This is an optimization exercise on Yosys and OpenROAD, whose aim is small area, a short achievable clock period and few clock cycles per item, not a production implementation.
Function was checked by simulation only, so behaviour that the tests miss may differ from the original.

## cordic_top
module cordic_top (
    input  logic               clk,
    input  logic               rst,
    input  logic               valid_in,
    input  logic [31:0]        angle_ieee754,
    output logic signed [15:0] sin_ieee754,
    output logic signed [15:0] cos_ieee754,
    output logic               valid,
    output logic signed [2:0]  flip_out
);
    logic       armed_q, s1_q, it_q, post_q, valid_q;
    logic [2:0] p_q;                   
    logic       idle, go;
    assign idle = ~(s1_q | it_q | post_q);
    assign go   = valid_in & armed_q & idle;
    logic [7:0]  w_e;
    logic        w_ok, w_neg;
    logic        w_inr;
    logic [25:0] w_mm, w_fix;
    logic [48:0] w_base;
    logic [8:0]  w_h;
    logic [3:0]  w_Q;
    logic [5:0]  w_rh;
    logic [22:0] w_r;
    logic [9:0]  w_c [0:11];
    logic [11:0] w_ge, w_oh;
    always_comb begin
        w_e   = angle_ieee754[30:23];
        w_ok  = (w_e != 8'd0) && (w_e < 8'd137);
        w_neg = angle_ieee754[31] & w_ok;
        w_mm  = {1'b1, angle_ieee754[22:0], 2'b00};     
        w_inr  = w_e[7] ? (w_e[6:0] <= 7'd8) : (w_e[6:0] >= 7'd110);
        w_base = w_e[7] ? {w_mm, 23'd0} : {32'd0, w_mm[25:9]};
        w_fix  = w_inr ? 26'(w_base >> (~w_e[4:0])) : 26'd0;
        w_h   = w_fix[25:17];
        for (int k = 0; k < 12; k++) begin
            w_c[k]  = {1'b0, w_h} - 10'(45 * k);
            w_ge[k] = ~w_c[k][9];
        end
        w_Q  = 4'd0;
        w_rh = 6'd0;
        for (int k = 0; k < 12; k++) begin
            w_oh[k] = w_ge[k] & ((k == 11) ? 1'b1 : ~w_ge[(k + 1) % 12]);
            w_rh    = w_rh | ({6{w_oh[k]}} & w_c[k][5:0]);
            w_Q     = w_Q | ({4{w_oh[k]}} & 4'(k));
  ...
Size: ~130 flip-flops, roughly 71 I/O pins, ~24000 µm² of cells after synthesis.
Settings: LEC_CHECK=0, ABC_AREA=1, CAP_MARGIN=20, CORE_MARGIN=2, CORE_UTILIZATION=40, SETUP_SLACK_MARGIN=5, SLEW_MARGIN=20; clock period 12.0 ns.
run.sh (not shown) runs the stock make flow with config.mk's settings and CLKGATE_MAP_FILE= SYNTH_SCRIPT=/design/flow/synth_recipe.tcl, a recipe that flattens the netlist after the stock synthesis.
The baseline produced a clean layout.
Testbench counts at the start, summed over its fixed seeds: cycles 16,808, items 2,400.
Edit:
PLACE_DENSITY = 0.75   (was unset)
SETUP_SLACK_MARGIN = 4.5   (was 5)
Result:
- hold slack improves by 0.0045 ns
- via count decreases by 0.58%
- sequential cell count does not change
- routed wire length decreases by 5.5%
- die area does not change
- setup slack degrades by 0.11 ns
- cell count decreases by 2.5%
Edit:
PLACE_DENSITY = unset   (was 0.75)
SETUP_SLACK_MARGIN = 4   (was 4.5)
=>
- wire length came out higher by 0.46%
- first-iteration DRC count came out lower by 22%
- final area came out lower by 2.1%
- sequential share of layout area came out higher by 0.17 points
- worst setup slack is worse by 0.37 ns
Edit:
PLACE_DENSITY = 0.75   (was unset)
After rerunning:
- via count rises by a few percent
- count of clock-buffer cells in the layout grows by 5
- cell area falls slightly
- wire length drops by a few percent
- final cell count stays flat
- maximum frequency barely changes
- setup slack gains 0.014 ns

---

Another version of the RTL of cordic_top (not shown whole).
Size: about 130 flip-flops.
clock: 12.0 ns
lec_check: 0
abc_area: 1
cap_margin: 20
core_margin: 2
core_utilization: 40
place_density: 0.75
setup_slack_margin: 5
slew_margin: 20
The first run passed the timing, DRC and antenna checks.
Testbench counts at the start, summed over its fixed seeds: cycles 19,208, items 2,400.
Edit:
- PLACE_DENSITY: 0.75 -> default
Result: The new run passed the timing, DRC and antenna checks. Count of clock-buffer cells in the layout came out higher by 2. Core utilization came out higher by 0.15 points. Via count came out lower slightly. Worst hold slack degrades by 0.0059 ns. Non-clock buffer count came out higher by 8. Area after synthesis does not change. Critical path depth came out higher by 3. Die area stays the same. Cell count is about the same. Cell area came out higher slightly.

---

Another version of the RTL of cordic_top (not shown whole).
For scale: ~3800 cells after synthesis, roughly 130 flip-flops.
==> flow/design.v (excerpt) <==
module cordic_top (
    input  logic               clk,
    input  logic               rst,
    input  logic               valid_in,
    input  logic [31:0]        angle_ieee754,
    output logic signed [15:0] sin_ieee754,
    output logic signed [15:0] cos_ieee754,
    output logic               valid,
    output logic signed [2:0]  flip_out
);
clock: 12.0 ns
lec_check: 0
abc_area: 1
cap_margin: 20
core_margin: 2
core_utilization: 50
place_density: 0.75
setup_slack_margin: 4.5
slew_margin: 20
The starting point finished with timing, DRC and antenna clean.
Testbench counts at the start, summed over its fixed seeds: cycles 16,808, items 2,400.
Next try:
- CORE_UTILIZATION: 50 -> 55
The new run went through all stages and came out clean.
Setup slack loses 0.24 ns.
Worst hold slack gets better by 0.0065 ns.
Clock-buffer cell count shrinks by 2.
Design area goes down by 0.41%.
Register-to-register slack degrades by 0.13 ns.
Fmax shrinks by 3.3%.
Clock skew is about the same.
First-iteration DRC count decreases by 4.7%.
Next try:
- CORE_UTILIZATION: 55 -> 40
- SETUP_SLACK_MARGIN: 4.5 -> 4
=> Cell area decreases by 0.36%; sequential share of layout area hardly moves; synthesized area stays the same; setup slack loses 0.30 ns; via count fell by 1.2%; fmax came out lower by 3.9%; non-clock buffer count drops by 16; worst hold slack is worse by 0.0088 ns; sequential cell count does not change.
Next try:
- PLACE_DENSITY: 0.75 -> 0.85
- SETUP_SLACK_MARGIN: 4 -> 4.5
Die area is unchanged.
Via count climbs by 2.4%.
Routed wire length is higher by 0.69%.
Register-to-register slack gains 0.35 ns.

---

cordic_top, a different RTL version from the one above (not shown whole).
Size in the first run: roughly 2600 cells after synthesis, roughly 130 flip-flops, ~71 I/O pins, ~0.021 mm2 of cells after synthesis.
make LEC_CHECK=0 CAP_MARGIN=20 CORE_MARGIN=2 CORE_UTILIZATION=40 SETUP_SLACK_MARGIN=5 SLEW_MARGIN=20 finish   # period 12.0 ns
The first run ran to the end with no violations.
Testbench counts at the start, summed over its fixed seeds: cycles 19,208, items 2,400.
==> next run, changes <==
- CORE_UTILIZATION: 40 -> 60
Worst hold slack gains 3.3 ps.
Cell area came out lower by 1.6%.
Die area decreases by 33%.
Routed wire length fell by 0.39%.
Synthesized cell count does not change.
Setup slack improves by 100 ps.
Core utilization rose by 24 points.
First-iteration DRC count came out higher by 28%.
==> next run, changes <==
- ABC_AREA: not set -> 1
- CORE_UTILIZATION: 60 -> 40
What happened: Setup slack gets better by 240 ps; routed wire length grows by a few percent; non-clock buffer count shrinks by 41; die area grows by well over a third; register-to-register slack gets better by 240 ps; maximum frequency grows by a few percent; clock-buffer cell count grows by 1.

-- static timing again, ports no longer ideal --
In the flow no input, the clock included, has a driving cell. The finished layouts below were timed again as built, in two steps.
Step 1 (the two cells are an assumption about what drives the block):
set clk [get_ports {clk}]
set_driving_cell -lib_cell sky130_fd_sc_hd__clkbuf_16 $clk
set_driving_cell -lib_cell sky130_fd_sc_hd__buf_2 [delete_from_list [all_inputs] $clk]
Step 2 also shifts input and output timing later by t, the mid clock arrival at the registers, as if the neighbouring blocks saw the same clock.
Three values: no drivers, after step 1, after step 2; two values: the first two.
run | t, ns | slack for setup (ns) | hold slack, ns | worst register clock-pin slew, ns | pins driven straight from the clock port
the first run of note 1 | 0.543 | 4.991 / 4.991 / 4.906 | 0.404 / 0.404 / 0.404 | 0.08 / 0.08 | 1
the second run of note 1 | 0.540 | 4.882 / 4.882 / 4.491 | 0.408 / 0.408 / 0.408 | 0.07 / 0.07 | 1
the third run of note 1 | 0.544 | 4.512 / 4.528 / 3.997 | 0.402 / 0.402 / 0.402 | 0.08 / 0.08 | 1
the fourth run of note 1 | 0.541 | 4.527 / 4.527 / 4.062 | 0.408 / 0.408 / 0.408 | 0.07 / 0.07 | 1
the first run of note 2 | 0.536 | 5.307 / 5.339 / 4.803 | 0.409 / 0.409 / 0.409 | 0.07 / 0.07 | 1
the second run of note 2 | 0.534 | 5.381 / 5.382 / 4.873 | 0.403 / 0.403 / 0.403 | 0.08 / 0.08 | 1
the first run of note 3 | 0.529 | 4.952 / 4.962 / 4.460 | 0.402 / 0.402 / 0.402 | 0.08 / 0.08 | 1
the second run of note 3 | 0.544 | 4.712 / 4.747 / 4.203 | 0.409 / 0.409 / 0.409 | 0.07 / 0.07 | 1
the third run of note 3 | 0.530 | 4.413 / 4.451 / 3.921 | 0.400 / 0.400 / 0.400 | 0.07 / 0.07 | 1
the fourth run of note 3 | 0.525 | 4.920 / 4.944 / 4.428 | 0.406 / 0.406 / 0.406 | 0.06 / 0.06 | 1
the first run of note 4 | 0.537 | 4.636 / 4.636 / 4.636 | 0.401 / 0.401 / 0.401 | 0.06 / 0.06 | 1
the second run of note 4 | 0.507 | 4.740 / 4.740 / 4.702 | 0.404 / 0.404 / 0.404 | 0.08 / 0.08 | 1
the third run of note 4 | 0.542 | 4.977 / 4.977 / 4.936 | 0.405 / 0.405 / 0.405 | 0.08 / 0.08 | 1
After both steps every run listed still meets setup and hold. For the third run of note 1, which loses most, drivers alone change the setup slack by +0.016 ns; drivers and shift together by -0.515 ns.
